From an optimization exercise on the open Yosys and OpenROAD flow, aimed at small area and a short achievable clock period; shortcuts taken in it are not production practice.
Function was checked by simulation only, so behaviour that the tests miss may differ from the original.
Power is estimated from default activity; no workload was simulated.

==> flow/design.v <==
`timescale 1ns/1ps
module ex_stage_top (
	input  logic         clk,
	input  logic         rst,           
	input  logic [3:0]   dec_valid,
	input  logic [127:0] dec_pc,
	input  logic [127:0] dec_ins,
	input  logic [127:0] dec_op1,
	input  logic [127:0] dec_op2,
	input  logic [8:0]   dispatch_sel,  
	output logic [3:0]   wb_wen,
	output logic [19:0]  wb_rd,
	output logic [127:0] wb_data,
	output logic [3:0]   jump_en,
	output logic [127:0] jump_addr
);
	logic [3:0] issue;
	always_comb begin
		issue = '0;
		for (int l = 0; l < 3; l++) begin
			if (dispatch_sel[3*l +: 3] != 3'd4) issue[dispatch_sel[3*l +: 2]] = 1'b1;
		end
	end
	for (genvar t = 0; t < 4; t++) begin : g_thread
		ex_thread i_thread (
			.clk       (clk),
			.rst       (rst),
			.issue     (issue[t]),
			.dec_valid (dec_valid[t]),
			.dec_pc    (dec_pc[32*t +: 32]),
			.dec_ins   (dec_ins[32*t +: 32]),
			.dec_op1   (dec_op1[32*t +: 32]),
			.dec_op2   (dec_op2[32*t +: 32]),
			.wb_wen    (wb_wen[t]),
			.wb_rd     (wb_rd[5*t +: 5]),
			.wb_data   (wb_data[32*t +: 32]),
			.jump_en   (jump_en[t]),
			.jump_addr (jump_addr[32*t +: 32])
		);
	end
endmodule
module ex_thread (
	input  logic        clk,
	input  logic        rst,
	input  logic        issue,
	input  logic        dec_valid,
	input  logic [31:0] dec_pc,
	input  logic [31:0] dec_ins,
	input  logic [31:0] dec_op1,
	input  logic [31:0] dec_op2,
	output logic        wb_wen,
	output logic [4:0]  wb_rd,
	output logic [31:0] wb_data,
	output logic        jump_en,
	output logic [31:0] jump_addr
);
	localparam logic [2:0] K_NONE = 3'd0, K_ADD = 3'd1, K_SUB = 3'd2, K_XOR = 3'd3,
		K_OR = 3'd4, K_AND = 3'd5, K_BEQ = 3'd6, K_BNE = 3'd7;
	logic [2:0]       h;
	logic [2:0]       q_v;
	logic [2:0][2:0]  q_k;
	logic [2:0][31:0] q_pc;
	logic [2:0][4:0]  q_rd;   
	logic [2:0][6:0]  q_f7;   
	logic [2:0][4:0]  q_rs1;
	logic [2:0][4:0]  q_rs2;
	logic [2:0][31:0] q_a;
	logic [2:0][31:0] q_b;
	logic        r_wen, r_jen;
	logic [4:0]  r_rd;
	logic [31:0] r_p, r_g;
	logic [31:0] r_val;  
	pg_add i_add (
		.p   (r_p),
		.g   (r_g),
		.s   (r_val)
	);
	assign wb_wen    = r_wen;
	assign wb_rd     = r_rd;
	assign wb_data   = r_val;
	assign jump_en   = r_jen;
	assign jump_addr = r_val;
	logic [2:0]  in_k;
	logic [31:0] in_a, in_b;
	logic [6:0]  opc;
	logic [2:0]  f3;
	logic [6:0]  f7;
	assign opc = dec_ins[6:0];
	assign f3  = dec_ins[14:12];
	assign f7  = dec_ins[31:25];
	always_comb begin
		in_k = K_NONE;
		if (opc == 7'b0110011 && dec_ins[11:7] != 5'd0) begin
			case ({f7, f3})
				{7'h00, 3'b000}: in_k = K_ADD;
				{7'h20, 3'b000}: in_k = K_SUB;
				{7'h00, 3'b100}: in_k = K_XOR;
				{7'h00, 3'b110}: in_k = K_OR;
				{7'h00, 3'b111}: in_k = K_AND;
				default:         in_k = K_NONE;
			endcase
		end else if (opc == 7'b1100011) begin
			if (f3 == 3'b000) in_k = K_BEQ;
			else if (f3 == 3'b001) in_k = K_BNE;
		end
	end
	assign in_a = (r_wen && dec_ins[19:15] == r_rd) ? r_val : dec_op1;
	assign in_b = (r_wen && dec_ins[24:20] == r_rd) ? r_val : dec_op2;
	logic [2:0] m_a, m_b;
	always_comb begin
		for (int i = 0; i < 3; i++) begin
			m_a[i] = r_wen && q_rs1[i] == r_rd;
			m_b[i] = r_wen && q_rs2[i] == r_rd;
		end
	end
	logic        empty;
	logic        e_v;
	logic [2:0]  e_k;
	logic [31:0] e_pc, e_a, e_b;
	logic [4:0]  e_rd;
	logic [6:0]  e_f7;
	logic [2:0]  hk;
	logic [31:0] hpc, ha, hb;
	logic [4:0]  hrd;
	logic [6:0]  hf7;
	logic        hma, hmb;
	always_comb begin
		hk = '0; hpc = '0; hrd = '0; hf7 = '0; ha = '0; hb = '0; hma = 1'b0; hmb = 1'b0;
		for (int i = 0; i < 3; i++) begin
			hk  = hk  | ({3{h[i]}}  & q_k[i]);
			hpc = hpc | ({32{h[i]}} & q_pc[i]);
			hrd = hrd | ({5{h[i]}}  & q_rd[i]);
			hf7 = hf7 | ({7{h[i]}}  & q_f7[i]);
			ha  = ha  | ({32{h[i]}} & q_a[i]);
			hb  = hb  | ({32{h[i]}} & q_b[i]);
			hma = hma | (h[i] & m_a[i]);
			hmb = hmb | (h[i] & m_b[i]);
		end
		empty = q_v == 3'b000;
		if (!empty) begin
			e_k  = hk;
			e_pc = hpc;
			e_rd = hrd;
			e_f7 = hf7;
			e_a  = hma ? r_val : ha;
			e_b  = hmb ? r_val : hb;
		end else begin
			e_k  = in_k;
			e_pc = dec_pc;
			e_rd = dec_ins[11:7];
			e_f7 = f7;
			e_a  = in_a;
			e_b  = in_b;
		end
		e_v = (!empty || dec_valid) && !r_jen;  
	end
	logic [31:0] bx, x, imm;
	logic        is_br, sub, is_as, eq;
	always_comb begin
		sub   = e_k == K_SUB;
		is_as = e_k == K_ADD || e_k == K_SUB;
		is_br = e_k[2] && e_k[1];
		bx    = e_b ^ {32{sub}};
		x     = e_a ^ bx;
		imm   = {{20{e_f7[6]}}, e_rd[0], e_f7[5:0], e_rd[4:1], 1'b0};
	end
	eq32 i_eq (
		.a  (e_a),
		.b  (e_b),
		.eq (eq)
	);
	always_ff @(posedge clk) begin
		r_wen <= rst && issue && e_v && e_k != K_NONE && !is_br;
		r_jen <= rst && issue && e_v && is_br && (eq ^ e_k[0]);
		r_rd  <= e_rd;
		case (e_k)
			K_OR:         r_p <= e_a | e_b;
			K_AND:        r_p <= e_a & e_b;
			K_BEQ, K_BNE: r_p <= e_pc ^ imm;
			default:      r_p <= {x[31:1], x[0] ^ sub};  
		endcase
		r_g <= is_br ? (e_pc & imm) : ({32{is_as}} & {e_a[31:1] & bx[31:1], (e_a[0] & bx[0]) | (x[0] & sub)});
	end
	logic       dup, shift, store, flush;
	logic [2:0] s_v, h_n, tail;
	always_comb begin
		dup = 1'b0;
		for (int i = 0; i < 3; i++) begin
			if (q_v[i] && q_pc[i] == dec_pc) dup = 1'b1;
		end
		shift = issue && !empty;
		s_v   = shift ? (q_v & ~h) : q_v;         
		h_n   = shift ? {h[1:0], h[2]} : h;
		for (int i = 0; i < 3; i++) begin
			tail[i] = (s_v == 3'b000) ? h_n[i] : (!s_v[i] && s_v[(i+2)%3]);
		end
		store = dec_valid && !dup && !(issue && empty);
		flush = !rst || r_jen;
	end
	always_ff @(posedge clk) begin
		h   <= !rst ? 3'b001 : h_n;
		q_v <= flush ? 3'b000 : (s_v | ({3{store}} & tail));
	end
	for (genvar i = 0; i < 3; i++) begin : g_entry
		logic ld, fa, fb, ha_, hb_;
		assign ld  = !s_v[i];
		assign fa  = s_v[i] && m_a[i];
		assign fb  = s_v[i] && m_b[i];
		assign ha_ = s_v[i] && !m_a[i];
		assign hb_ = s_v[i] && !m_b[i];
		always_ff @(posedge clk) begin
			if (ld) begin
				q_k[i]   <= in_k;
				q_pc[i]  <= dec_pc;
				q_rd[i]  <= dec_ins[11:7];
				q_f7[i]  <= f7;
				q_rs1[i] <= dec_ins[19:15];
				q_rs2[i] <= dec_ins[24:20];
			end
			q_a[i] <= ({32{ld}} & in_a) | ({32{fa}} & r_val) | ({32{ha_}} & q_a[i]);
			q_b[i] <= ({32{ld}} & in_b) | ({32{fb}} & r_val) | ({32{hb_}} & q_b[i]);
		end
	end
endmodule
module pg_add (
	input  logic [31:0] p,
	input  logic [31:0] g,
	output logic [31:0] s
);
	logic [31:0] g1, g2, g3, g4, g5;
	logic [31:0] p1, p2, p3, p4;
	assign g1[0] = g[0];
	ks_g  #(.W(1))  i_g1 (.gh(g[1]),     .ph(p[1]),     .gl(g[0]),     .go(g1[1]));
	ks_gp #(.W(30)) i_p1 (.gh(g[31:2]),  .ph(p[31:2]),  .gl(g[30:1]),  .pl(p[30:1]),  .go(g1[31:2]),  .po(p1[31:2]));
	assign g2[1:0] = g1[1:0];
	ks_g  #(.W(2))  i_g2 (.gh(g1[3:2]),  .ph(p1[3:2]),  .gl(g1[1:0]),  .go(g2[3:2]));
	ks_gp #(.W(28)) i_p2 (.gh(g1[31:4]), .ph(p1[31:4]), .gl(g1[29:2]), .pl(p1[29:2]), .go(g2[31:4]),  .po(p2[31:4]));
	assign g3[3:0] = g2[3:0];
	ks_g  #(.W(4))  i_g3 (.gh(g2[7:4]),  .ph(p2[7:4]),  .gl(g2[3:0]),  .go(g3[7:4]));
	ks_gp #(.W(24)) i_p3 (.gh(g2[31:8]), .ph(p2[31:8]), .gl(g2[27:4]), .pl(p2[27:4]), .go(g3[31:8]),  .po(p3[31:8]));
	assign g4[7:0] = g3[7:0];
	ks_g  #(.W(8))  i_g4 (.gh(g3[15:8]), .ph(p3[15:8]), .gl(g3[7:0]),  .go(g4[15:8]));
	ks_gp #(.W(16)) i_p4 (.gh(g3[31:16]), .ph(p3[31:16]), .gl(g3[23:8]), .pl(p3[23:8]), .go(g4[31:16]), .po(p4[31:16]));
	assign g5[15:0] = g4[15:0];
	ks_g  #(.W(16)) i_g5 (.gh(g4[31:16]), .ph(p4[31:16]), .gl(g4[15:0]), .go(g5[31:16]));
	ks_x i_x (.p(p), .c({g5[30:0], 1'b0}), .s(s));
endmodule
module eq32 (
	input  logic [31:0] a,
	input  logic [31:0] b,
	output logic        eq
);
	assign eq = a == b;
endmodule
module ks_g #(
	parameter int W = 1
) (
	input  logic [W-1:0] gh,
	input  logic [W-1:0] ph,
	input  logic [W-1:0] gl,
	output logic [W-1:0] go
);
	assign go = gh | (ph & gl);
endmodule
module ks_gp #(
	parameter int W = 1
) (
	input  logic [W-1:0] gh,
	input  logic [W-1:0] ph,
	input  logic [W-1:0] gl,
	input  logic [W-1:0] pl,
	output logic [W-1:0] go,
	output logic [W-1:0] po
);
	assign go = gh | (ph & gl);
	assign po = ph & pl;
endmodule
module ks_x (
	input  logic [31:0] p,
	input  logic [31:0] c,
	output logic [31:0] s
);
	assign s = p ^ c;
endmodule
==> flow/flow/run.sh <==
#!/bin/bash
# Standard synthesis, then the standard flow's own layout with two changes: port buffers
# of a plain buffer cell (not the slow delay buffer buffer_ports picks by
# itself), and timing repair aimed at a tighter setup margin.
set -euo pipefail
bash standard.sh synth > synth.log 2>&1
bash standard.sh finish SETUP_SLACK_MARGIN=7.0 "BUFFER_PORTS_ARGS=-buffer_cell sky130_fd_sc_hd__buf_2" > layout.log 2>&1
==> flow/standard.sh <==
#!/bin/bash
# synth_recipe.tcl (not shown) runs the flow's synth.tcl, then flattens the netlist and writes it again
# the make line also repeats each setting of config.mk as NAME=value (left out here)
make -C /OpenROAD-flow-scripts/flow DESIGN_CONFIG=/design/flow/config.mk WORK_HOME=/design/flow/orfs CLKGATE_MAP_FILE= SYNTH_SCRIPT=/design/flow/synth_recipe.tcl "${@:-finish}"
==> flow/config.mk <==
export PLATFORM = sky130hd
export DESIGN_NAME = ex_stage_top
export DESIGN_NICKNAME = ex_stage_top
export VERILOG_FILES = /design/flow/design.v
export SDC_FILE = /design/flow/constraint.sdc
export NUM_CORES = 4
export LEC_CHECK = 0
export CAP_MARGIN = 35
export CORE_MARGIN = 2
export CORE_UTILIZATION = 30
export CTS_BUF_LIST = sky130_fd_sc_hd__clkbuf_16
export CTS_CLUSTER_DIAMETER = 80
export CTS_CLUSTER_SIZE = 20
export PLACE_DENSITY = 0.45
export SETUP_SLACK_MARGIN = 0.4
export SLEW_MARGIN = 35
export SYNTH_HIERARCHICAL = 1
==> flow/constraint.sdc <==
create_clock -name core_clock -period 12.0 [get_ports {clk}]
set_input_delay 2.4000 -clock core_clock [delete_from_list [all_inputs] [get_ports {clk}]]
set_output_delay 2.4000 -clock core_clock [all_outputs]
set_load 0.01 [all_outputs]
==> summary.md, run 1 <==
| Metric | Value |
|---|---|
| VDD IR max | about 0.20 mV |
| Share of cells above drive strength 1 | a little over a fifth |
| Die Wd | between 500 and 600 um |
| Clk_skew | slightly above 0.07 ns |
| Worst-skew pair later-pin latency | 0.86 ns |
| Setup TNS | 0 ns |
| Met2 wire length | around 190,000 um |
| PortBufs | 810 |
| DIE AREA | between 300,000 and 400,000 um^2 |
| Final Max Slew Viols | 0 |
| Net count reported at finish | about 11,000 |
| # IOs | about 800 |
| Core area | 306,000 um^2 |
| Status | timing/DRC/antenna clean |
| DRT antenna net count | 0 |
| Buffer levels on the longest clock path | 4 |
| Data arrival, critical path | approximately 2.7 ns |
| Wl on met1 | 173,000 um |
| Worst min path class | flop to flop |
| NetSw | around 15 mW |
| LEAKAGE | ~46 nW |
| Worst path required time | 9.60 ns |
| H-tree lvl count | 4 |
| Max layer used | met5 |
| CTS hold repair buffers | 0 |
| Reg2reg end | g_thread[1].i_thread.r_jen |
| Post-synthesis instance total | just under 10,000 |
| RePlAce Congestion | 0.907 |
| # rows | between 200 and 250 |
| Clock transition at path regs | about 0.08 ns |
| Via count | about 83,000 |
| Sequential Power Share | a little over a quarter |
| Max-Slew Margin vs Limit | 33.6% |
| RR Startpoint | g_thread[1].i_thread.r_rd[0] |
| Cts bufs inserted | between 100 and 150 |
| Worst hold margin | between 0.4 and 0.5 ns |
| Final hold violation count | 0 |
| Switching Share | 45.5% |
| First-pass GRT wire length | about 580,000 um |
| Initial antenna violation count | 149 |
| Pre-Repair DR Iteration Count | 9 |
| Worst-margin pin slew | around 1 ns |
| Setup WS pre-CTS | 5.47 ns |
| CP Max Fanout | 4 |
| Die span in y | around 560 um |
| Total congestion overflow | 0 |
| Yosys warns | 8 |
| Post-DP HPWL | between 200,000 and 300,000 um |
| Internal cell power | approximately 18 mW |
| Final worst slack | between 6 and 7 ns |
| Routed len/inst | 28.3 um |
| Met3 Routed Length | 31,900 um |
| Via density | 5.71 |
| Vias in the first global route | approximately 80,000 |
| DRC viols | 0 |
| Crit path to | wb_data[93] |
| Critical Path Sink Type | output pin |
| Startpoint Class | flop |
| Combinational power share | 58.5% |
| CTS tree | built |
| Max Clock Freq | 0.196 GHz |
| Unrepaired setup endpoints after global routing | yes |
| Mapped Area | between 90,000 and 100,000 um^2 |
| R2R setup slack | roughly 7.3 ns |
| Largest net degree at the start of global routing | 70 |
| Avg Synthesized Cell Area | between 9 and 10 um^2 |
| Initial core utilization | 30.2% |
| Drt initial violations | between 10,000 and 15,000 |
| MaxCap Viol Count | 0 |
| R2R depth | 14 |
| Clk network pwr share | 15.4% |
| P&R area growth vs syn | 19.1% |
| Worst setup startpoint | g_thread[2].i_thread.r_p[4] |
| Final count of negative-setup-slack endpoints | 0 |
| Clk root buf | clkbuf_16 |
| Critical path type | flop to output pin |
| Gr usage total | roughly 25% |
| Clk sinks | around 1,800 |
| Period minus WS final | around 5.1 ns |
| Power per standard cell area | roughly 300 nW/um^2 |
| Fin crit share | 42.5% |
| DRT Wirelength | roughly 410,000 um |
## cells in the final DEF, fill, tap and decap left out, drive strengths merged, types with 60 or more instances in the layout
master and n:
nor2 1788, buf 1304, dfxtp 1072, o22ai 820
edfxtp 684, xnor2 552, a21o 496, a222oi 465
and2 392, nand2 384, xor2 384, a21oi 256
ha 248, o221a 220, nand3 172, clkbuf 143
a22o 120, nand4 104, nor3 103, inv 92
nor4 88, o21ai 80, diode 61, a22oi 60
## timing repair
| action | 4_1_cts | 5_1_grt |
|---|---|---|
| pin swaps | 207 | 143 |
| gates resized for setup | 447 | 192 |
| cloned | 1 | 0 |
| setup endpoints to repair | 546 | 274 |
| buffers inserted | 182 | 50 |
## worst min path at each step
stage	start	endpoint	slack, ns	cells past startpoint
final	g_thread[2].i_thread.q_a[82]	g_thread[2].i_thread.q_a[82]	0.50	2
after floorplan	g_thread[0].i_thread.q_a[32]	g_thread[0].i_thread.q_a[32]	0.46	2
after global placement	g_thread[0].i_thread.q_a[38]	g_thread[0].i_thread.q_a[38]	0.47	2
after detailed placement	g_thread[0].i_thread.q_a[62]	g_thread[0].i_thread.q_a[62]	0.48	2
after global routing	g_thread[1].i_thread.q_a[24]	g_thread[1].i_thread.q_a[24]	0.52	2
after CTS	g_thread[0].i_thread.q_a[62]	g_thread[0].i_thread.q_a[62]	0.50	2
## worst max-delay path, stage by stage, from the launching register on
cell and delay [ns]:
dfxtp_4 0.37, a21o_1 0.18, a21o_1 0.18, a21o_1 0.22, a21o_1 0.23, a21o_1 0.22, xor2_1 0.17, buf_4 0.18
buf_6 0.12
## metal layers
| layer | global-route usage, % | up-vias |
|---|---|---|
| li1 | - | 37100 |
| met1 | 33.8 | 41300 |
| met2 | 40.3 | 3909 |
| met3 | 4.08 | 658 |
| met4 | 9.13 | 94 |
| met5 | 0 | - |
## registers in the layout (all words and copies together) (netlist names), 12 cells and up
register / flops
g_thread.i_thread.h: 12
g_thread.i_thread.q_rd: 60
g_thread.i_thread.q_b: 384
g_thread.i_thread.q_pc: 384
g_thread.i_thread.q_k: 36
g_thread.i_thread.q_v: 12
g_thread.i_thread.q_a: 384
g_thread.i_thread.q_rs2: 60
g_thread.i_thread.r_g: 124
g_thread.i_thread.r_rd: 20
g_thread.i_thread.r_p: 128
g_thread.i_thread.q_rs1: 60
g_thread.i_thread.q_f7: 84
## power by group through the flow
stage | Clock (mW) | Combinational [mW] | Sequential (mW)
6_report | 5.04 | 19.2 | 8.58
5_1_grt | 5.37 | 20.3 | 8.70
2_1_floorplan | 0 | 10.2 | 8.09
4_1_cts | 5.16 | 18.4 | 8.54
3_3_place_gp | 0 | 15.9 | 8.58
3_5_place_dp | 0 | 16.1 | 8.60
## through the flow
step	std cells	util (%)	instance area [um^2]	total power, mW
global placement	14000	32.7	100000	24.5
CTS	14400	35.4	108000	32.1
detailed placement	14000	32.8	100000	24.7
global route	14500	35.9	110000	34.4
finish	14500	35.9	110000	32.8
floorplan	9700	-	92600	18.3
## final cells by class
| cell class | count | area, um^2 |
|---|---|---|
| Fill cell | 31000 | 196000 |
| Clock buffer | 143 | 3580 |
| Clock inverter | 102 | 1090 |
| Sequential cell | 1756 | 42300 |
| Timing Repair Buffer | 1304 | 9270 |
| Tap cell | 4100 | 5130 |
| Inverter | 55 | 251 |
| Antenna cell | 61 | 153 |
| Multi-Input combinational cell | 7021 | 48100 |
| Timing Repair inverter | 1 | 5.00 |
==> inputs of run 2 (changes only) <==
--- a/flow/design.v
+++ b/flow/design.v
@@ -72,2 +72,3 @@
 	logic [31:0] r_val;  
+	logic [31:0] r_out;  
 	pg_add i_add (
@@ -75,3 +76,4 @@
 		.g   (r_g),
-		.s   (r_val)
+		.s   (r_val),
+		.so  (r_out)
 	);
@@ -79,5 +81,5 @@
 	assign wb_rd     = r_rd;
-	assign wb_data   = r_val;
+	assign wb_data   = r_out;
 	assign jump_en   = r_jen;
-	assign jump_addr = r_val;
+	assign jump_addr = r_out;
 	logic [2:0]  in_k;
@@ -227,3 +229,4 @@
 	input  logic [31:0] g,
-	output logic [31:0] s
+	output logic [31:0] s,
+	output logic [31:0] so   
 );
@@ -245,3 +248,4 @@
 	ks_g  #(.W(16)) i_g5 (.gh(g4[31:16]), .ph(p4[31:16]), .gl(g4[15:0]), .go(g5[31:16]));
-	ks_x i_x (.p(p), .c({g5[30:0], 1'b0}), .s(s));
+	ks_x i_x  (.p(p), .c({g5[30:0], 1'b0}), .s(s));
+	ks_x i_xo (.p(p), .c({g5[30:0], 1'b0}), .s(so));
 endmodule
==> summary.md, run 2 <==
| Metric | Value |
|---|---|
| Status | timing/DRC/antenna clean |
| Worst-skew pair later-pin latency | 0.87 ns (about the same) |
| # rows | 204 (+0.49%) |
| Largest net degree at the start of global routing | 83 (+19%) |
| Final count of negative-setup-slack endpoints | 0 (unchanged) |
| Internal cell power | 18.0 mW (+0.72%) |
| Buffer levels on the longest clock path | 4 (unchanged) |
| Mapped Area | 93,400 um^2 (+1.2%) |
| Via count | 83,600 (+0.60%) |
| Pre-Repair DR Iteration Count | 14 (+5) |
| Final hold violation count | 0 (unchanged) |
| Clk sinks | 1,756 (unchanged) |
| Worst path required time | 9.60 ns (about the same) |
| Drt initial violations | 10,600 (-3.8%) |
| Clk_skew | 0.0643 ns (-0.00652 ns) |
| Routed len/inst | 28.0 um (-1.0%) |
| H-tree lvl count | 4 (unchanged) |
| Die Wd | 562 um (+0.60%) |
| Max Clock Freq | 0.195 GHz (-0.39%) |
| Initial antenna violation count | 117 (-21%) |
| Unrepaired setup endpoints after global routing | yes |
| Gr usage total | 24.7% (-0.41 points) |
| Combinational power share | 58.8% (+0.3 points) |
| Fill cells | 31,200 (+0.64%) |
| Most common cell after layout, fill and taps aside | nor2_1 |
| Data arrival, critical path | 2.73 ns (+0.02 ns) |
| Clk root buf | clkbuf_16 |
| RePlAce Congestion | 0.911 (+0.37%) |
| LEAKAGE | 46.5 nW (+1.8%) |
| PortBufs | 810 (unchanged) |
| Die span in y | 562 um (+0.60%) |
| Commonest cells after routing, fill and taps aside | nor2_1 (1,770), dfxtp_1 (932), o22ai_1 (820), buf_2 (733), edfxtp_1 (684) |
| DRT Wirelength | 411,000 um (+0.11%) |
| Net count reported at finish | 11,200 (+1.5%) |
| Post-synthesis instance total | 9,828 (+1.3%) |
| Fin crit share | 42.7% (+0.17 points) |
| Final Max Slew Viols | 0 (unchanged) |
| Via density | 5.68 (-0.54%) |
| Startpoint Class | flop |
| First-pass GRT wire length | 582,000 um (about the same) |
| Worst min path class | flop to flop |
| Initial core utilization | 30.2% (+0.041 points) |
| Switching Share | 46.4% (+0.90 points) |
| Clock transition at path regs | 0.09 ns (about the same) |
| Critical path type | flop to output pin |
| CTS hold repair buffers | 0 (unchanged) |
| Vias in the first global route | 80,100 (+0.33%) |
| Worst-margin pin slew | 1.00 ns (+0.00398 ns) |
| Share of cells above drive strength 1 | 23.0% (+1.5 points) |
| Biggest regs | g_thread.i_thread.q_a x384, g_thread.i_thread.q_b x384, g_thread.i_thread.q_pc x384 |
| NetSw | 15.6 mW (+4.4%) |
| Clk network pwr share | 15.4% (about the same) |
| DRT antenna net count | 0 (unchanged) |
| CP Max Fanout | 4 (unchanged) |
| Util after Layout | 36.4% (+0.47 points) |
| CTS tree | built |
| Total congestion overflow | 0 (unchanged) |
| DIE AREA | 316,000 um^2 (+1.2%) |
| Max-Slew Margin vs Limit | 33.3% (-0.27 points) |
| Critical Path Sink Type | output pin |
| Core area | 309,000 um^2 (+1.1%) |
| Yosys warns | 8 (unchanged) |
| Period minus WS final | 5.13 ns (+0.0200 ns) |
| Post-DP HPWL | 293,000 um (+2.8%) |
| MaxCap Viol Count | 0 (unchanged) |
| Power per standard cell area | 299 nW/um^2 (about the same) |
| P&R area growth vs syn | 20.5% |
| Final Total Pwr | 33.6 mW (+2.4%) |
| VDD IR max | 0.170 mV (-13%) |
| Cts bufs inserted | 143 (+4.4%) |
| DRC viols | 0 (unchanged) |
| # IOs | 811 (unchanged) |
| Setup TNS | 0 ns (unchanged) |
| Sequential Power Share | 25.9% (-0.2 points) |
| Avg Synthesized Cell Area | 9.51 um^2 (-0.10%) |
[run 2: path summary, 6_finish.rpt]
kind | start | endpoint | slack, ns | depth (start not counted)
worst max-delay path | g_thread[3].i_thread.r_p[11] | wb_data[120] | 6.87 | 8
worst min-delay path | g_thread[0].i_thread.q_a[17] | g_thread[0].i_thread.q_a[17] | 0.50 | 2
worst max register to register | g_thread[0].i_thread.r_rd[0] | g_thread[0].i_thread.r_jen | 7.37 | 14
worst min register to register | g_thread[0].i_thread.q_a[17] | g_thread[0].i_thread.q_a[17] | 0.50 | 2
[run 2: metal layers]
metal,wire [um],share of wire [%],track usage [%],up-vias
met4,12600,3.1,6.81,60
met3,29500,7.2,3.38,592
met5,345,0.084,0,-
li1,-,-,-,37500
met2,188000,46,39.7,3670
met1,181000,44,34.4,41700
[run 2: what timing repair did]
item                       CTS  global route
setup endpoints to repair  554           278
gates cloned                 2             0
buffers inserted           226            78
pin swaps                  224           137
gates resized for setup    545           183
[run 2: worst max-delay path: stages (launching register included)]
cell	delay, ns
dfxtp_4	0.37
a21o_1	0.20
a21o_1	0.19
buf_6	0.12
a21o_1	0.18
a21o_1	0.17
a21o_1	0.20
xor2_2	0.24
buf_2	0.18
[run 2: power by group through the flow]
stage	registers (mW)	clock network (mW)	logic, mW
finish	8.69	5.17	19.8
global route	8.82	5.48	20.8
CTS	8.67	5.29	18.7
detailed placement	8.71	0	16.5
global placement	8.68	0	16.4
floorplan	8.17	0	10.6
[run 2: cell type report]
type | instances | area [um^2] | area share (%)
diodes | 32 | 80.1 | 0.0711
repair buffers | 1334 | 9050 | 8.04
repair inverters | 2 | 10.0 | 0.00889
multi-input cells | 7153 | 50700 | 45.1
inverters | 55 | 251 | 0.223
clock buffers | 145 | 3630 | 3.22
clock inverters | 112 | 1230 | 1.10
flip-flops and latches | 1756 | 42400 | 37.7
well taps | 4120 | 5150 | 4.58
[run 2: stage by stage]
step           cells  instance area, um^2  hold WS [ns]  worst slack, ns
2_1_floorplan   9832                93800         0.460             6.93
3_3_place_gp   14100               101000         0.470             5.33
3_5_place_dp   14100               101000         0.481             5.35
4_1_cts        14600               111000         0.500             6.72
5_1_grt        14700               113000         0.516             6.77
6_report       14700               113000         0.497             6.87
==> inputs of run 3 (changes only) <==
--- a/flow/design.v
+++ b/flow/design.v
@@ -72,3 +72,2 @@
 	logic [31:0] r_val;  
-	logic [31:0] r_out;  
 	pg_add i_add (
@@ -76,4 +75,3 @@
 		.g   (r_g),
-		.s   (r_val),
-		.so  (r_out)
+		.s   (r_val)
 	);
@@ -81,5 +79,5 @@
 	assign wb_rd     = r_rd;
-	assign wb_data   = r_out;
+	assign wb_data   = r_val;
 	assign jump_en   = r_jen;
-	assign jump_addr = r_out;
+	assign jump_addr = r_val;
 	logic [2:0]  in_k;
@@ -229,4 +227,3 @@
 	input  logic [31:0] g,
-	output logic [31:0] s,
-	output logic [31:0] so   
+	output logic [31:0] s
 );
@@ -248,4 +245,3 @@
 	ks_g  #(.W(16)) i_g5 (.gh(g4[31:16]), .ph(p4[31:16]), .gl(g4[15:0]), .go(g5[31:16]));
-	ks_x i_x  (.p(p), .c({g5[30:0], 1'b0}), .s(s));
-	ks_x i_xo (.p(p), .c({g5[30:0], 1'b0}), .s(so));
+	ks_x i_x (.p(p), .c({g5[30:0], 1'b0}), .s(s));
 endmodule
--- a/flow/flow/run.sh
+++ b/flow/flow/run.sh
@@ -6,2 +6,2 @@
 bash standard.sh synth > synth.log 2>&1
-bash standard.sh finish SETUP_SLACK_MARGIN=7.0 "BUFFER_PORTS_ARGS=-buffer_cell sky130_fd_sc_hd__buf_2" > layout.log 2>&1
+bash standard.sh finish SETUP_SLACK_MARGIN=7.0 "BUFFER_PORTS_ARGS=-buffer_cell sky130_fd_sc_hd__buf_1" > layout.log 2>&1
--- a/flow/config.mk
+++ b/flow/config.mk
@@ -11,4 +11,4 @@
 export CTS_BUF_LIST = sky130_fd_sc_hd__clkbuf_16
-export CTS_CLUSTER_DIAMETER = 80
-export CTS_CLUSTER_SIZE = 20
+export CTS_CLUSTER_DIAMETER = 95
+export CTS_CLUSTER_SIZE = 24
 export PLACE_DENSITY = 0.45
==> summary.md, run 3 <==
| Metric | Value |
|---|---|
| Hold Crit Depth | 2 (unchanged) |
| Die span in y | 559 um (-0.60%) |
| H-tree lvl count | 3 (-1) |
| Busiest grt layer | met2 |
| Period minus WS final | 5.16 ns (+0.0335 ns) |
| Clk sinks | 1,756 (unchanged) |
| Worst path required time | 9.60 ns (about the same) |
| Share of cells above drive strength 1 | 15.5% (-7.5 points) |
| R2R setup slack | 7.36 ns (about the same) |
| CTS hold repair buffers | 0 (unchanged) |
| DRC viols | 0 (unchanged) |
| Initial antenna violation count | 131 (+12%) |
| GRT met1 Usage | 34.2% (-0.23 points) |
| Gr usage total | 24.9% (+0.26 points) |
| Biggest regs | g_thread.i_thread.q_a x384, g_thread.i_thread.q_b x384, g_thread.i_thread.q_pc x384 |
| LEAKAGE | 43.9 nW (-5.7%) |
| Reg2reg end | g_thread[1].i_thread.r_jen |
| RR Startpoint | g_thread[1].i_thread.r_rd[3] |
| Initial core utilization | 30.2% (-0.041 points) |
| Worst-skew pair later-pin latency | 0.89 ns (+0.02 ns) |
| Data arrival, critical path | 2.76 ns (+0.03 ns) |
| Clk root buf | clkbuf_16 |
| Met2 usage | 40.0% (+0.31 points) |
| Routed len/inst | 28.1 um (+0.66%) |
| Clk_skew | 0.0350 ns (-0.0292 ns) |
| Critical Path Sink Type | output pin |
| Net count reported at finish | 11,100 (-1.2%) |
| Final Max Slew Viols | 0 (unchanged) |
| Unrepaired setup endpoints after global routing | yes |
| Final worst slack | 6.84 ns (-0.0335 ns) |
| Core area | 306,000 um^2 (-1.1%) |
| Power per standard cell area | 298 nW/um^2 (-0.15%) |
| Worst min path class | flop to flop |
| Mapped Area | 92,300 um^2 (-1.2%) |
| Hold wc startpoint | g_thread[0].i_thread.q_a[83] |
| Placed cells | 14,000 (-0.75%) |
| Clock transition at path regs | 0.09 ns (about the same) |
| Buffer levels on the longest clock path | 4 (unchanged) |
| R2R depth | 14 (unchanged) |
| RePlAce Congestion | 0.901 (-1.0%) |
| CP Max Fanout | 4 (unchanged) |
| Vias in the first global route | 79,100 (-1.2%) |
| Post-Layout Cell Count | 14,500 (-1.2%) |
| Most common cell after layout, fill and taps aside | nor2_1 |
| Max-Slew Margin vs Limit | 31.0% (-2.3 points) |
| Max Clock Freq | 0.194 GHz (-0.65%) |
| Pre-Repair DR Iteration Count | 9 (-5) |
| Via density | 5.73 (+0.80%) |
| PortBufs | 810 (unchanged) |
| Setup WS pre-CTS | 5.35 ns (+0.00326 ns) |
| CTS tree | built |
| Met3 global-route usage | 3.45% (+0.075 points) |
| Via count | 83,300 (-0.38%) |
| Drt initial violations | 11,100 (+4.8%) |
| Final count of negative-setup-slack endpoints | 0 (unchanged) |
| Yosys warns | 8 (unchanged) |
| MaxCap Viol Count | 0 (unchanged) |
| Worst-margin pin slew | 1.04 ns (+0.0352 ns) |
| Avg Synthesized Cell Area | 9.52 um^2 (+0.10%) |
| DRT Wirelength | 409,000 um (-0.52%) |
| Total congestion overflow | 0 (unchanged) |
| DIE AREA | 312,000 um^2 (-1.2%) |
| Critical path type | flop to output pin |
| # rows | 203 (-0.49%) |
| Hold Path End | g_thread[0].i_thread.q_a[83] |
| Post-synthesis instance total | 9,700 (-1.3%) |
| Fin crit share | 43.0% (+0.28 points) |
| Cts bufs inserted | 109 (-24%) |
| Util after Layout | 35.5% (-0.84 points) |
| Die Wd | 559 um (-0.60%) |
| Status | timing/DRC/antenna clean |
| Worst setup startpoint | g_thread[2].i_thread.r_p[4] |
| Final hold violation count | 0 (unchanged) |
| VDD IR max | 0.212 mV (+25%) |
| Largest net degree at the start of global routing | 88 (+6.0%) |
| Post-DP HPWL | 286,000 um (-2.3%) |
| # IOs | 811 (unchanged) |
| Startpoint Class | flop |
| Setup TNS | 0 ns (unchanged) |
| DRT antenna net count | 0 (unchanged) |
| Worst hold margin | 0.499 ns (+0.00238 ns) |
| Commonest cells after routing, fill and taps aside | nor2_1 (1,766), dfxtp_1 (940), o22ai_1 (820), edfxtp_1 (684), buf_1 (611) |
| First-pass GRT wire length | 580,000 um (-0.50%) |
| P&R area growth vs syn | 17.8% |
## run 3: worst max-delay path by stage
stage                                              end  slack, ns  cells after the start
final                                    jump_addr[93]       6.84                      8
after global routing                    jump_addr[127]       6.75                      8
after floorplan           g_thread[1].i_thread.q_a[33]       6.93                     10
after detailed placement  g_thread[3].i_thread.q_b[41]       5.35                     11
after global placement    g_thread[0].i_thread.q_a[61]       5.00                     10
after CTS                                 wb_data[127]       6.75                      8
## run 3: routing by layer
metal | wire length (um) | part of all wire, % | vias up
met1 | 175000 | 43 | 41400
li1 | - | - | 37100
met5 | 655 | 0.16 | -
met4 | 14700 | 3.6 | 98
met2 | 188000 | 46 | 3987
met3 | 30800 | 7.5 | 658
## run 3: area by class of cell
| type | instances | area, um^2 |
|---|---|---|
| repair buffers | 1362 | 9210 |
| fillers | 30900 | 197000 |
| well taps | 4100 | 5130 |
| multi-input cells | 7021 | 48100 |
| inverters | 55 | 251 |
| clock inverters | 86 | 861 |
| diodes | 45 | 113 |
| clock buffers | 112 | 2800 |
| flip-flops and latches | 1756 | 42300 |
## run 3: timing repair
action / 4_1_cts / 5_1_grt
endpoints found under the hold margin: 0 / 0
pin swaps: 218 / 122
buffers inserted: 203 / 81
gates resized for setup: 653 / 250
setup endpoints to repair: 618 / 362
## run 3: metrics by stage
stage	total power [mW]	instance area [um^2]
after global routing	33.9	109000
after detailed placement	24.3	99500
after CTS	31.4	107000
after floorplan	18.3	92600
after global placement	24.2	99200
final	32.4	109000
## run 3: worst max-delay path, stage by stage (launching register included)
cell	delay, ns
dfxtp_4	0.37
a21o_1	0.20
a21o_1	0.20
a21o_4	0.22
a21o_1	0.21
a21o_1	0.22
xor2_1	0.17
buf_4	0.17
buf_6	0.12
## run 3: report_power, final
group	internal [mW]	switching (mW)	leakage [nW]	total, mW
logic	8.10	11.4	25.8	19.6
clock network	1.90	2.42	1.85	4.32
registers	7.52	1.04	16.3	8.56
==> inputs of run 4 (changes only) <==
--- a/flow/config.mk
+++ b/flow/config.mk
@@ -13,3 +13,3 @@
 export CTS_CLUSTER_SIZE = 24
-export PLACE_DENSITY = 0.45
+export PLACE_DENSITY = 0.6
 export SETUP_SLACK_MARGIN = 0.4
==> summary.md, run 4 <==
| Metric | Value |
|---|---|
| Util after Layout | 35.3% (-0.24 points) |
| PortBufs | 810 (unchanged) |
| DIE AREA | 312,000 um^2 (unchanged) |
| Switching Share | 45.7% (-0.29 points) |
| Via density | 5.71 (-0.27%) |
| Critical Path Sink Type | output pin |
| Critical path type | flop to output pin |
| Clk_skew | 0.0655 ns (+0.0305 ns) |
| Sequential Power Share | 27.1% (+0.7 points) |
| Initial core utilization | 30.2% (unchanged) |
| CP Max Fanout | 3 (-1) |
| Pre-Repair DR Iteration Count | 10 (+1) |
| Yosys warns | 8 (unchanged) |
| R2R depth | 13 (-1) |
| Period minus WS final | 5.21 ns (+0.0502 ns) |
| Final hold violation count | 0 (unchanged) |
| Unrepaired setup endpoints after global routing | yes |
| Worst setup startpoint | g_thread[3].i_thread.r_g[7] |
| First-pass GRT wire length | 529,000 um (-8.7%) |
| Buffer levels on the longest clock path | 4 (unchanged) |
| CTS tree | built |
| Internal cell power | 17.2 mW (-1.7%) |
| # rows | 203 (unchanged) |
| Crit path to | jump_addr[113] |
| Setup WS pre-CTS | 5.76 ns (+0.411 ns) |
| Via count | 82,800 (-0.52%) |
| Startpoint Class | flop |
| Biggest regs | g_thread.i_thread.q_a x384, g_thread.i_thread.q_b x384, g_thread.i_thread.q_pc x384 |
| Final count of negative-setup-slack endpoints | 0 (unchanged) |
| Commonest cells after routing, fill and taps aside | nor2_1 (1,770), dfxtp_1 (946), o22ai_1 (820), edfxtp_1 (684), buf_1 (624) |
| Cts bufs inserted | 99 (-9.2%) |
| Die span in y | 559 um (unchanged) |
| RePlAce Congestion | 0.936 (+3.8%) |
| Reg2reg end | g_thread[2].i_thread.r_jen |
| Drt initial violations | 12,400 (+12%) |
| Clk root buf | clkbuf_16 |
| Post-Layout Cell Count | 14,500 (-0.25%) |
| Worst min path class | flop to flop |
| Mapped Area | 92,300 um^2 (unchanged) |
| MaxCap Viol Count | 0 (unchanged) |
| Routed len/inst | 25.4 um (-9.7%) |
| NetSw | 14.5 mW (-2.9%) |
| R2R setup slack | 7.28 ns (-0.08 ns) |
| Final Total Pwr | 31.7 mW (-2.3%) |
| Data arrival, critical path | 2.81 ns (+0.05 ns) |
| RR Startpoint | g_thread[2].i_thread.h[2] |
| Post-synthesis instance total | 9,700 (unchanged) |
| Setup TNS | 0 ns (unchanged) |
| Fin crit share | 43.4% (+0.42 points) |
| Die Wd | 559 um (unchanged) |
| DRT antenna net count | 0 (unchanged) |
| Max-Slew Margin vs Limit | 35.8% (+4.8 points) |
| Power per standard cell area | 293 nW/um^2 (-1.6%) |
| P&R area growth vs syn | 17.0% |
| Final Max Slew Viols | 0 (unchanged) |
| Status | timing/DRC/antenna clean |
| Placed cells | 14,000 (+0.10%) |
| DRC viols | 0 (unchanged) |
| DRT Wirelength | 369,000 um (-9.9%) |
| VDD IR max | 0.186 mV (-12%) |
| Share of cells above drive strength 1 | 14.7% (-0.83 points) |
| Placed inst area | 99,500 um^2 (about the same) |
| Worst-skew pair later-pin latency | 0.87 ns (-0.02 ns) |
| Max Clock Freq | 0.192 GHz (-0.96%) |
| Initial antenna violation count | 104 (-21%) |
| Vias in the first global route | 76,400 (-3.5%) |
| Worst path required time | 9.60 ns (about the same) |
| Clk sinks | 1,756 (unchanged) |
| Most common cell after layout, fill and taps aside | nor2_1 |
| Final design area excluding fillers | 108,000 um^2 (-0.67%) |
| Total congestion overflow | 0 (unchanged) |
| Worst hold margin | 0.503 ns (+0.00336 ns) |
| Clk network pwr share | 12.2% (-1.1 points) |
| Core area | 306,000 um^2 (unchanged) |
| Gr usage total | 22.3% (-2.6 points) |
| Combinational power share | 60.7% (+0.4 points) |
| Largest net degree at the start of global routing | 74 (-16%) |
| Post-DP HPWL | 257,000 um (-10%) |
| Clock transition at path regs | 0.11 ns (+0.02 ns) |
| LEAKAGE | 43.6 nW (-0.62%) |
| Net count reported at finish | 11,100 (-0.072%) |
| Final worst slack | 6.79 ns (-0.0502 ns) |
| Worst-margin pin slew | 0.963 ns (-0.0722 ns) |
| # IOs | 811 (unchanged) |
| Avg Synthesized Cell Area | 9.52 um^2 (unchanged) |
| H-tree lvl count | 3 (unchanged) |
==> run 4: metal layers <==
metal / routed length, um / vias to the layer above / track usage (%) / share of wire, %
met5: 452 / - / 0 / 0.12
met4: 13000 / 68 / 7.24 / 3.5
met3: 35600 / 650 / 4.00 / 9.6
met1: 153000 / 40600 / 30.8 / 42
li1: - / 37100 / - / -
met2: 166000 / 4463 / 35.0 / 45
==> run 4: final cells by class <==
type	instances	area, um^2
inverters	55	251
fillers	31200	198000
multi-input cells	7021	48000
clock buffers	100	2500
diodes	33	82.6
well taps	4100	5130
flip-flops and latches	1756	42300
repair buffers	1362	9170
repair inverters	2	10.0
clock inverters	71	608
==> run 4: worst min path at each step <==
| stage | from | endpoint | slack, ns | cells past startpoint |
|---|---|---|---|---|
| 5_1_grt | g_thread[2].i_thread.q_a[22] | g_thread[2].i_thread.q_a[22] | 0.52 | 2 |
| 4_1_cts | g_thread[3].i_thread.q_a[90] | g_thread[3].i_thread.q_a[90] | 0.50 | 2 |
| 6_report | g_thread[0].i_thread.q_a[67] | g_thread[0].i_thread.q_a[67] | 0.50 | 2 |
| 3_5_place_dp | g_thread[0].i_thread.q_a[70] | g_thread[0].i_thread.q_a[70] | 0.48 | 2 |
| 3_3_place_gp | g_thread[0].i_thread.q_a[88] | g_thread[0].i_thread.q_a[88] | 0.47 | 2 |
| 2_1_floorplan | g_thread[0].i_thread.q_a[32] | g_thread[0].i_thread.q_a[32] | 0.46 | 2 |
==> run 4: what timing repair did <==
item                       4_1_cts  5_1_grt
gates resized for setup        585      273
gates cloned                     2        1
hold buffers                     0        0
setup endpoints to repair      324      383
hold endpoints to repair         0        0
pin swaps                      201      116
setup buffers                  199       73
==> run 4: worst max-delay path, cell delays in order (launching register included) <==
cell and delay [ns]:
dfxtp_2 0.36, a21o_1 0.21, a21o_1 0.20, a21o_1 0.20, buf_4 0.14, a21o_1 0.14
a21o_1 0.19, xor2_2 0.21, buf_6 0.18, buf_6 0.11
==> run 4: power by group through the flow <==
| stage | registers (mW) | clock network, mW | logic (mW) |
|---|---|---|---|
| final | 8.58 | 3.87 | 19.2 |
| after global routing | 8.70 | 4.13 | 20.2 |
| after CTS | 8.53 | 3.93 | 17.8 |
| after detailed placement | 8.59 | 0 | 15.3 |
| after global placement | 8.59 | 0 | 15.2 |
| after floorplan | 8.09 | 0 | 10.2 |
==> inputs of run 5 (changes only) <==
--- a/flow/config.mk
+++ b/flow/config.mk
@@ -11,5 +11,5 @@
 export CTS_BUF_LIST = sky130_fd_sc_hd__clkbuf_16
-export CTS_CLUSTER_DIAMETER = 95
-export CTS_CLUSTER_SIZE = 24
-export PLACE_DENSITY = 0.6
+export CTS_CLUSTER_DIAMETER = 105
+export CTS_CLUSTER_SIZE = 27
+export PLACE_DENSITY = 0.45
 export SETUP_SLACK_MARGIN = 0.4
==> summary.md, run 5 <==
| Metric | Value |
|---|---|
| Status | timing/DRC/antenna clean |
| # rows | 203 (unchanged) |
| Startpoint Class | flop |
| Die Wd | 559 um (unchanged) |
| Busiest grt layer | met2 |
| Worst path required time | 9.60 ns (about the same) |
| Routed len/inst | 28.2 um (+11%) |
| Largest delay share family, worst path | compound AO/OA/AOI/OAI gates |
| Initial core utilization | 30.2% (unchanged) |
| Worst path most repeated cell | a21o_1 |
| Crit path depth | 8 (-1) |
| Critical path type | flop to output pin |
| Pre-Repair DR Iteration Count | 11 (+1) |
| Fin crit share | 43.1% (-0.29 points) |
| Fill cells | 31,000 (-0.90%) |
| Gr usage total | 24.9% (+2.6 points) |
| Worst-skew pair later-pin latency | 0.88 ns (about the same) |
| Setup TNS | 0 ns (unchanged) |
| CTS hold repair buffers | 0 (unchanged) |
| Net count reported at finish | 11,100 (-0.072%) |
| Worst hold margin | 0.502 ns (-0.000325 ns) |
| CP peak stage delay | 0.37 ns (about the same) |
| Final hold violation count | 0 (unchanged) |
| Multi-input gate area | 48,000 um^2 (about the same) |
| Power per standard cell area | 297 nW/um^2 (+1.3%) |
| DRC viols | 0 (unchanged) |
| VDD IR max | 0.207 mV (+12%) |
| Unrepaired setup endpoints after global routing | yes |
| Critical Path Sink Type | output pin |
| Via count | 83,100 (+0.33%) |
| Register Area | 42,300 um^2 (about the same) |
| Period minus WS final | 5.17 ns (-0.0349 ns) |
| Most common cell after layout, fill and taps aside | nor2_1 |
| GRT met1 Usage | 34.1% (+3.3 points) |
| DRT Wirelength | 409,000 um (+11%) |
| RePlAce Congestion | 0.901 (-3.7%) |
| CTS tree | built |
| CP cell instances | a21o_1, a21o_1, a21o_1, a21o_1, a21o_1, xor2_1, buf_4, buf_6 |
| Met3 global-route usage | 3.49% (-0.52 points) |
| Worst min path class | flop to flop |
| Die span in y | 559 um (unchanged) |
| Core area | 306,000 um^2 (unchanged) |
| Data arrival, critical path | 2.77 ns (-0.04 ns) |
| Slowest cell on the critical path | dfxtp_4 |
| # IOs | 811 (unchanged) |
| Final Max Slew Viols | 0 (unchanged) |
| Clock transition at path regs | 0.10 ns (about the same) |
| P&R area growth vs syn | 17.5% |
| Clk root buf | clkbuf_16 |
| Drt initial violations | 10,700 (-13%) |
| Vias in the first global route | 78,900 (+3.4%) |
| Buffer levels on the longest clock path | 4 (unchanged) |
| Yosys warns | 8 (unchanged) |
| Post-synthesis instance total | 9,700 (unchanged) |
| Worst-margin pin slew | 1.03 ns (+0.0642 ns) |
| Met2 usage | 39.9% (+4.9 points) |
| PortBufs | 810 (unchanged) |
| Buffer and inverter count on the worst path | 2 (-1) |
| Final count of negative-setup-slack endpoints | 0 (unchanged) |
| Clk sinks | 1,756 (unchanged) |
| Initial antenna violation count | 129 (+24%) |
| Post-DP HPWL | 286,000 um (+11%) |
| Worst setup startpoint | g_thread[2].i_thread.r_p[4] |
| DRT antenna net count | 0 (unchanged) |
| Max Clock Freq | 0.193 GHz (+0.67%) |
| R2R depth | 14 (+1) |
| Final Total Pwr | 32.2 mW (+1.7%) |
| Largest net degree at the start of global routing | 88 (+19%) |
| Share of cells above drive strength 1 | 15.4% (+0.71 points) |
| First-pass GRT wire length | 579,000 um (+9.5%) |
| Total congestion overflow | 0 (unchanged) |
| Hold wc startpoint | g_thread[3].i_thread.q_a[66] |
| LEAKAGE | 43.7 nW (+0.30%) |
| Via density | 5.73 (+0.26%) |
| DIE AREA | 312,000 um^2 (unchanged) |
| MaxCap Viol Count | 0 (unchanged) |
| Commonest cells after routing, fill and taps aside | nor2_1 (1,766), dfxtp_1 (935), o22ai_1 (820), edfxtp_1 (684), buf_1 (616) |
| H-tree lvl count | 3 (unchanged) |
| CP Max Fanout | 4 (+1) |
| Clk_skew | 0.0524 ns (-0.0131 ns) |
| Max-Slew Margin vs Limit | 31.5% (-4.3 points) |
| Mapped Area | 92,300 um^2 (unchanged) |
| Biggest regs | g_thread.i_thread.q_a x384, g_thread.i_thread.q_b x384, g_thread.i_thread.q_pc x384 |
| Cts bufs inserted | 101 (+2.0%) |
| Hold Crit Depth | 2 (unchanged) |
| Avg Synthesized Cell Area | 9.52 um^2 (unchanged) |
| RR Startpoint | g_thread[1].i_thread.r_rd[3] |
## run 5: metal layers
| metal | wire [um] | vias up |
|---|---|---|
| met4 | 15100 | 96 |
| met5 | 623 | - |
| met3 | 30700 | 661 |
| li1 | - | 37100 |
| met1 | 174000 | 41300 |
| met2 | 188000 | 3944 |
## run 5: worst reg2reg max path: stages (launching register included)
cell and delay, ns:
dfxtp_1 0.67, xor2_1 0.14, nor4_1 0.72, nand4_1 0.28, and3_1 0.24, buf_4 0.28
or2_1 0.27, buf_4 0.29, o221a_2 0.40, xor2_1 0.21, nor4_1 0.45, nand4_1 0.16
nor2_1 0.21, xnor2_1 0.15, nor3_1 0.06
## run 5: cell type report
| cell class | instances | share of cell area (%) |
|---|---|---|
| diodes | 44 | 0.101 |
| clock buffers | 107 | 2.47 |
| flip-flops and latches | 1756 | 39.0 |
| multi-input cells | 7021 | 44.2 |
| clock inverters | 73 | 0.801 |
| repair buffers | 1354 | 8.40 |
| inverters | 55 | 0.232 |
| well taps | 4100 | 4.73 |
## run 5: repair_timing
item / 4_1_cts / 5_1_grt
resized for setup: 634 / 256
pin swaps: 198 / 145
buffers inserted: 194 / 81
setup endpoints to repair: 616 / 368
## run 5: report_power, final
part / total [mW] / switching [mW] / internal (mW)
sequential: 8.56 / 1.04 / 7.52
combinational: 19.5 / 11.4 / 8.02
clock: 4.24 / 2.40 / 1.84
total: 32.2 / 14.9 / 17.4
## run 5: through the flow
| step | instance area, um^2 | util, % | worst slack, ns | cells |
|---|---|---|---|---|
| floorplan | 92600 | - | 6.93 | 9700 |
| global placement | 99200 | 32.4 | 5.00 | 14000 |
| detailed placement | 99500 | 32.5 | 5.35 | 14000 |
| CTS | 107000 | 34.9 | 6.77 | 14400 |
| global route | 108000 | 35.4 | 6.76 | 14500 |
| finish | 109000 | 35.5 | 6.83 | 14500 |
## run 5: worst paths after layout
kind	endpoint	slack [ns]
worst min-delay path	g_thread[3].i_thread.q_a[66]	0.50
worst max register to register	g_thread[1].i_thread.r_jen	7.33
worst min register to register	g_thread[3].i_thread.q_a[66]	0.50
worst max-delay path	jump_addr[93]	6.83
==> inputs of run 6 (changes only) <==
--- a/flow/flow/run.sh
+++ b/flow/flow/run.sh
@@ -6,2 +6,2 @@
 bash standard.sh synth > synth.log 2>&1
-bash standard.sh finish SETUP_SLACK_MARGIN=7.0 "BUFFER_PORTS_ARGS=-buffer_cell sky130_fd_sc_hd__buf_1" > layout.log 2>&1
+bash standard.sh finish SETUP_SLACK_MARGIN=6.9 "BUFFER_PORTS_ARGS=-buffer_cell sky130_fd_sc_hd__buf_1" > layout.log 2>&1
==> summary.md, run 6 <==
| Metric | Value |
|---|---|
| Hold wc startpoint | g_thread[0].i_thread.q_a[41] |
| Startpoint Class | flop |
| Die Wd | 559 um (unchanged) |
| Register Area | 42,300 um^2 (about the same) |
| Initial core utilization | 30.2% (unchanged) |
| VDD IR max | 0.182 mV (-12%) |
| CP Max Fanout | 7 (+3) |
| PortBufs | 810 (unchanged) |
| Fill cells | 31,100 (+0.32%) |
| First-pass GRT wire length | 586,000 um (+1.1%) |
| Total congestion overflow | 0 (unchanged) |
| Pre-Repair DR Iteration Count | 12 (+1) |
| Worst path required time | 9.60 ns (about the same) |
| DIE AREA | 312,000 um^2 (unchanged) |
| Clk_skew | 0.0538 ns (+0.00142 ns) |
| H-tree lvl count | 3 (unchanged) |
| Final hold violation count | 0 (unchanged) |
| Period minus WS final | 5.27 ns (+0.100 ns) |
| Worst hold margin | 0.501 ns (-0.00109 ns) |
| RR Startpoint | g_thread[2].i_thread.h[1] |
| Avg Synthesized Cell Area | 9.52 um^2 (unchanged) |
| Most common cell after layout, fill and taps aside | nor2_1 |
| CP peak stage delay | 0.37 ns (about the same) |
| Fin crit share | 44.0% (+0.84 points) |
| DRC viols | 0 (unchanged) |
| CTS hold repair buffers | 0 (unchanged) |
| Worst path most repeated cell | a21o_1 |
| Clk root buf | clkbuf_16 |
| Internal cell power | 17.2 mW (-1.1%) |
| Unrepaired setup endpoints after global routing | yes |
| CP cell instances | a21o_1, a21o_1, a21o_1, a21o_1, a21o_4, xor2_4, buf_6, buf_4 |
| Drt initial violations | 10,900 (+1.1%) |
| Initial antenna violation count | 107 (-17%) |
| Power per standard cell area | 298 nW/um^2 (+0.44%) |
| MaxCap Viol Count | 0 (unchanged) |
| Critical path type | flop to output pin |
| Clk network pwr share | 13.6% (+0.5 points) |
| Vias in the first global route | 78,900 (-0.011%) |
| Multi-input gate area | 48,000 um^2 (about the same) |
| Combinational power share | 59.6% (-0.7 points) |
| Max Clock Freq | 0.190 GHz (-1.9%) |
| Biggest regs | g_thread.i_thread.q_a x384, g_thread.i_thread.q_b x384, g_thread.i_thread.q_pc x384 |
| Status | timing/DRC/antenna clean |
| Worst min path class | flop to flop |
| Post-synthesis instance total | 9,700 (unchanged) |
| Switching Share | 46.7% (+0.56 points) |
| Buffer levels on the longest clock path | 4 (unchanged) |
| Final count of negative-setup-slack endpoints | 0 (unchanged) |
| Routed len/inst | 28.8 um (+2.1%) |
| Max-Slew Margin vs Limit | 31.1% (-0.35 points) |
| DRT antenna net count | 0 (unchanged) |
| Clock transition at path regs | 0.11 ns (about the same) |
| LEAKAGE | 43.4 nW (-0.74%) |
| Via count | 83,700 (+0.71%) |
| Final Total Pwr | 32.2 mW (about the same) |
| Cts bufs inserted | 104 (+3.0%) |
| Worst-margin pin slew | 1.03 ns (+0.00531 ns) |
| Final Max Slew Viols | 0 (unchanged) |
| Worst setup startpoint | g_thread[2].i_thread.r_p[6] |
| Gr usage total | 25.3% (+0.44 points) |
| Core area | 306,000 um^2 (unchanged) |
| # rows | 203 (unchanged) |
| # IOs | 811 (unchanged) |
| R2R depth | 15 (+1) |
| Slowest cell on the critical path | dfxtp_4 |
| Post-DP HPWL | 291,000 um (+1.9%) |
| Share of cells above drive strength 1 | 14.3% (-1.0 points) |
| Data arrival, critical path | 2.87 ns (+0.10 ns) |
| Clk sinks | 1,756 (unchanged) |
| Worst-skew pair later-pin latency | 0.90 ns (+0.02 ns) |
| P&R area growth vs syn | 17.0% |
| CTS tree | built |
| Hold Crit Depth | 2 (unchanged) |
| NetSw | 15.0 mW (+1.2%) |
| Yosys warns | 8 (unchanged) |
| Mapped Area | 92,300 um^2 (unchanged) |
| Sequential Power Share | 26.8% (+0.3 points) |
| Critical Path Sink Type | output pin |
| Commonest cells after routing, fill and taps aside | nor2_1 (1,779), dfxtp_1 (948), o22ai_1 (820), edfxtp_1 (684), buf_1 (645) |
| Largest net degree at the start of global routing | 83 (-5.7%) |
| Via density | 5.78 (+0.94%) |
| RePlAce Congestion | 0.907 (+0.63%) |
| Die span in y | 559 um (unchanged) |
| Net count reported at finish | 11,000 (-0.33%) |
| Setup TNS | 0 ns (unchanged) |
| DRT Wirelength | 417,000 um (+1.9%) |
## run 6: area by class of cell
type | instances | area share, %
flip-flops and latches | 1756 | 39.2
clock buffers | 109 | 2.53
multi-input cells | 7021 | 44.4
diodes | 41 | 0.0950
inverters | 55 | 0.212
repair buffers | 1314 | 7.83
repair inverters | 1 | 0.00463
well taps | 4100 | 4.75
clock inverters | 80 | 0.944
## run 6: what timing repair did
action / 4_1_cts / 5_1_grt
endpoints found under the setup margin: 252 / 273
setup buffers: 184 / 54
gates resized for setup: 563 / 197
cloned: 0 / 1
pin swaps: 189 / 114
## run 6: routing by layer
metal  up-vias  routed length [um]  GRT usage (%)
met2      4121              193000           40.7
li1      37000                   -              -
met1     41900              177000           34.7
met4        70               14100           8.61
met5         -                 449              0
met3       610               32400           3.66
## run 6: stage by stage
stage,utilization (%),area [um^2],cells,setup slack [ns]
after global placement,32.4,99100,14000,5.50
after floorplan,-,92400,9700,6.92
final,35.3,108000,14500,6.73
after detailed placement,32.5,99500,14000,5.65
after CTS,34.8,107000,14400,6.63
after global routing,35.3,108000,14500,6.65
## run 6: final timing paths
kind / endpoint / slack [ns]
worst max-delay path: jump_addr[95] / 6.73
worst min-delay path: g_thread[0].i_thread.q_a[41] / 0.50
worst max register to register: g_thread[2].i_thread.r_jen / 7.18
worst min register to register: g_thread[0].i_thread.q_a[41] / 0.50
## run 6: power by group through the flow
| stage | combinational (mW) | clock (mW) | sequential [mW] |
|---|---|---|---|
| finish | 19.2 | 4.38 | 8.63 |
| global route | 20.2 | 4.68 | 8.76 |
| CTS | 18.3 | 4.49 | 8.60 |
| detailed placement | 15.8 | 0 | 8.66 |
| global placement | 15.7 | 0 | 8.63 |
| floorplan | 10.2 | 0 | 8.09 |
## run 6: critical path: cells and delay by family (launching register included)
family / cells / cell delay [ns]
compound gates: 5 / 1.06
xor+xnor: 1 / 0.23
buf+inv: 2 / 0.34
flops: 1 / 0.37
==> inputs of run 7 (changes only) <==
--- a/flow/flow/run.sh
+++ b/flow/flow/run.sh
@@ -6,2 +6,2 @@
 bash standard.sh synth > synth.log 2>&1
-bash standard.sh finish SETUP_SLACK_MARGIN=6.9 "BUFFER_PORTS_ARGS=-buffer_cell sky130_fd_sc_hd__buf_1" > layout.log 2>&1
+bash standard.sh finish SETUP_SLACK_MARGIN=7.3 "BUFFER_PORTS_ARGS=-buffer_cell sky130_fd_sc_hd__buf_1" > layout.log 2>&1
==> summary.md, run 7 <==
| Metric | Value |
|---|---|
| Status | timing/DRC/antenna clean |
| Max Clock Freq | 0.193 GHz (+1.6%) |
| DRT Wirelength | 415,000 um (-0.40%) |
| PortBufs | 810 (unchanged) |
| Startpoint Class | flop |
| MaxCap Viol Count | 0 (unchanged) |
| Hold Crit Depth | 2 (unchanged) |
| Via count | 83,400 (-0.43%) |
| CTS tree | built |
| Pre-Repair DR Iteration Count | 10 (-2) |
| Yosys warns | 8 (unchanged) |
| Die span in y | 559 um (unchanged) |
| Post-synthesis instance total | 9,700 (unchanged) |
| Post-Layout Cell Count | 14,600 (+0.99%) |
| Data arrival, critical path | 2.79 ns (-0.08 ns) |
| Worst hold margin | 0.501 ns (-0.000147 ns) |
| Worst-skew pair later-pin latency | 0.89 ns (about the same) |
| Buffer levels on the longest clock path | 4 (unchanged) |
| Power per standard cell area | 307 nW/um^2 (+2.9%) |
| CTS hold repair buffers | 0 (unchanged) |
| Final hold violation count | 0 (unchanged) |
| RePlAce Congestion | 0.917 (+1.1%) |
| Setup TNS | 0 ns (unchanged) |
| Clock transition at path regs | 0.10 ns (about the same) |
| Final design area excluding fillers | 111,000 um^2 (+3.1%) |
| Initial antenna violation count | 106 (-0.93%) |
| R2R depth | 14 (-1) |
| Drt initial violations | 10,100 (-7.3%) |
| Placed inst area | 100,000 um^2 (+0.48%) |
| Net count reported at finish | 11,200 (+1.2%) |
| Core area | 306,000 um^2 (unchanged) |
| Hold Path End | g_thread[0].i_thread.q_a[32] |
| Most common cell after layout, fill and taps aside | nor2_1 |
| Largest net degree at the start of global routing | 87 (+4.8%) |
| Buffer and inverter count on the worst path | 1 (-1) |
| Period minus WS final | 5.19 ns (-0.0846 ns) |
| VDD IR max | 0.202 mV (+11%) |
| Clk root buf | clkbuf_16 |
| Worst-margin pin slew | 0.968 ns (-0.0651 ns) |
| DIE AREA | 312,000 um^2 (unchanged) |
| Final Max Slew Viols | 0 (unchanged) |
| Worst min path class | flop to flop |
| Fill cells | 30,600 (-1.6%) |
| H-tree lvl count | 3 (unchanged) |
| Hold wc startpoint | g_thread[0].i_thread.q_a[32] |
| DRC viols | 0 (unchanged) |
| First-pass GRT wire length | 580,000 um (-0.91%) |
| Via density | 5.70 (-1.4%) |
| RR Startpoint | g_thread[1].i_thread.r_rd[2] |
| Vias in the first global route | 78,600 (-0.44%) |
| Placed cells | 14,000 (-0.029%) |
| CP Max Fanout | 4 (-3) |
| Share of cells above drive strength 1 | 17.6% (+3.2 points) |
| Routed len/inst | 28.4 um (-1.4%) |
| Initial core utilization | 30.2% (unchanged) |
| Reg2reg end | g_thread[1].i_thread.r_jen |
| Die Wd | 559 um (unchanged) |
| Worst path required time | 9.60 ns (about the same) |
| Post-DP HPWL | 286,000 um (-1.8%) |
| CP peak stage delay | 0.38 ns (about the same) |
| Worst path most repeated cell | a21o_1 |
| Mapped Area | 92,300 um^2 (unchanged) |
| P&R area growth vs syn | 20.6% |
| Clk sinks | 1,756 (unchanged) |
| R2R setup slack | 7.62 ns (+0.44 ns) |
| Gr usage total | 25.1% (-0.25 points) |
| DRT antenna net count | 0 (unchanged) |
| Avg Synthesized Cell Area | 9.52 um^2 (unchanged) |
| CP cell instances | a21o_1, a21o_1, a21o_1, a21o_1, a21o_4, xor2_4, buf_6 |
| Critical path type | flop to output pin |
| Final Total Pwr | 34.2 mW (+6.1%) |
| Unrepaired setup endpoints after global routing | yes |
| Slowest cell on the critical path | dfxtp_4 |
| Clk_skew | 0.0673 ns (+0.0135 ns) |
| Commonest cells after routing, fill and taps aside | nor2_1 (1,757), dfxtp_1 (929), o22ai_1 (820), edfxtp_1 (684), buf_1 (575) |
| Largest delay share family, worst path | compound AO/OA/AOI/OAI gates |
| Final count of negative-setup-slack endpoints | 0 (unchanged) |
| Total congestion overflow | 0 (unchanged) |
| Critical Path Sink Type | output pin |
| Fin crit share | 43.3% (-0.70 points) |
| Cts bufs inserted | 103 (-0.96%) |
| Max-Slew Margin vs Limit | 35.3% (+4.1 points) |
| LEAKAGE | 44.6 nW (+2.8%) |
| Biggest regs | g_thread.i_thread.q_a x384, g_thread.i_thread.q_b x384, g_thread.i_thread.q_pc x384 |
| # IOs | 811 (unchanged) |
| # rows | 203 (unchanged) |
==> run 7: what timing repair did <==
item	4_1_cts	5_1_grt
endpoints found under the setup margin	667	548
gates resized for setup	852	331
gates cloned	6	8
pin swaps	241	173
setup buffers	245	124
==> run 7: cell type report <==
class	count	area [um^2]	share of cell area (%)
Antenna cell	56	140	0.126
Clock buffer	105	2630	2.36
Clock inverter	77	906	0.813
Inverter	55	251	0.226
Multi-Input combinational cell	7033	49400	44.4
Sequential cell	1756	42400	38.1
Tap cell	4100	5130	4.61
Timing Repair Buffer	1438	10500	9.44
==> run 7: metal layers <==
layer  part of all wire [%]  global-route usage [%]  wire length, um
met3                    8.0                    4.37            33200
met4                    2.8                    6.49            11500
met2                     45                    39.7           189000
met5                   0.14                       0              561
met1                     44                    35.1           181000
==> run 7: tightest hold or removal path, stage by stage, from the launching register on <==
cell and delay, ns:
dfxtp_1 0.33, o22ai_1 0.06, nor2_1 0.07
==> run 7: how the worst max path moves through the flow <==
stage / start / to / slack, ns / cells after the start
floorplan: dec_ins[7] / g_thread[0].i_thread.r_p[10] / 7.17 / 11
detailed placement: dec_ins[18] / g_thread[0].i_thread.r_jen / 5.68 / 13
global placement: dispatch_sel[1] / g_thread[3].i_thread.q_a[51] / 5.58 / 10
global route: g_thread[0].i_thread.r_p[6] / jump_addr[25] / 6.74 / 7
CTS: g_thread[0].i_thread.r_p[10] / jump_addr[29] / 6.76 / 8
finish: g_thread[0].i_thread.r_p[3] / wb_data[30] / 6.81 / 7
==> run 7: metrics by stage <==
step,worst slack [ns],utilization [%]
floorplan,7.17,-
global placement,5.58,32.5
detailed placement,5.68,32.7
CTS,6.76,35.5
global route,6.74,36.4
finish,6.81,36.4
==> run 7: power by group <==
group,internal [mW],switching (mW)
Combinational,9.05,12.3
Clock,1.77,2.46
Sequential,7.54,1.08

## separate check: timing with driven ports
The flow's constraints put no driver on any port. The routed layouts listed below were extracted and timed again, unchanged, in two steps.
Step 1 (the two cells are an assumption about what drives the block):
set clk [get_ports {clk}]
set_driving_cell -lib_cell sky130_fd_sc_hd__clkbuf_16 $clk
set_driving_cell -lib_cell sky130_fd_sc_hd__buf_2 [delete_from_list [all_inputs] $clk]
Step 2 adds t to the input delays and takes it off the output delays; t is the mean of the earliest and latest rising clock arrival at the registers after step 1. Input paths then give back, and output paths get back, about the clock's delay inside the block.
Three values: no drivers, after step 1, after step 2; two values: the first two.
run	t, ns	setup slack, ns	worst setup path at the end	cell pins on the clock port's net
run 1	0.918	6.894 / 6.803 / 6.104	input to register	1
run 2	0.953	6.874 / 6.763 / 6.085	input to register	1
run 3	0.963	6.841 / 6.744 / 6.132	input to register	1
run 4	0.925	6.791 / 6.699 / 6.248	input to register	1
run 5	0.950	6.826 / 6.730 / 6.084	input to register	1
run 6	0.954	6.725 / 6.634 / 5.980	input to register	1
run 7	0.968	6.810 / 6.702 / 6.278	input to register	1
After both steps every run listed still meets setup and hold. For run 1, which loses most, drivers alone change the setup slack by -0.091 ns; drivers and shift together by -0.790 ns.
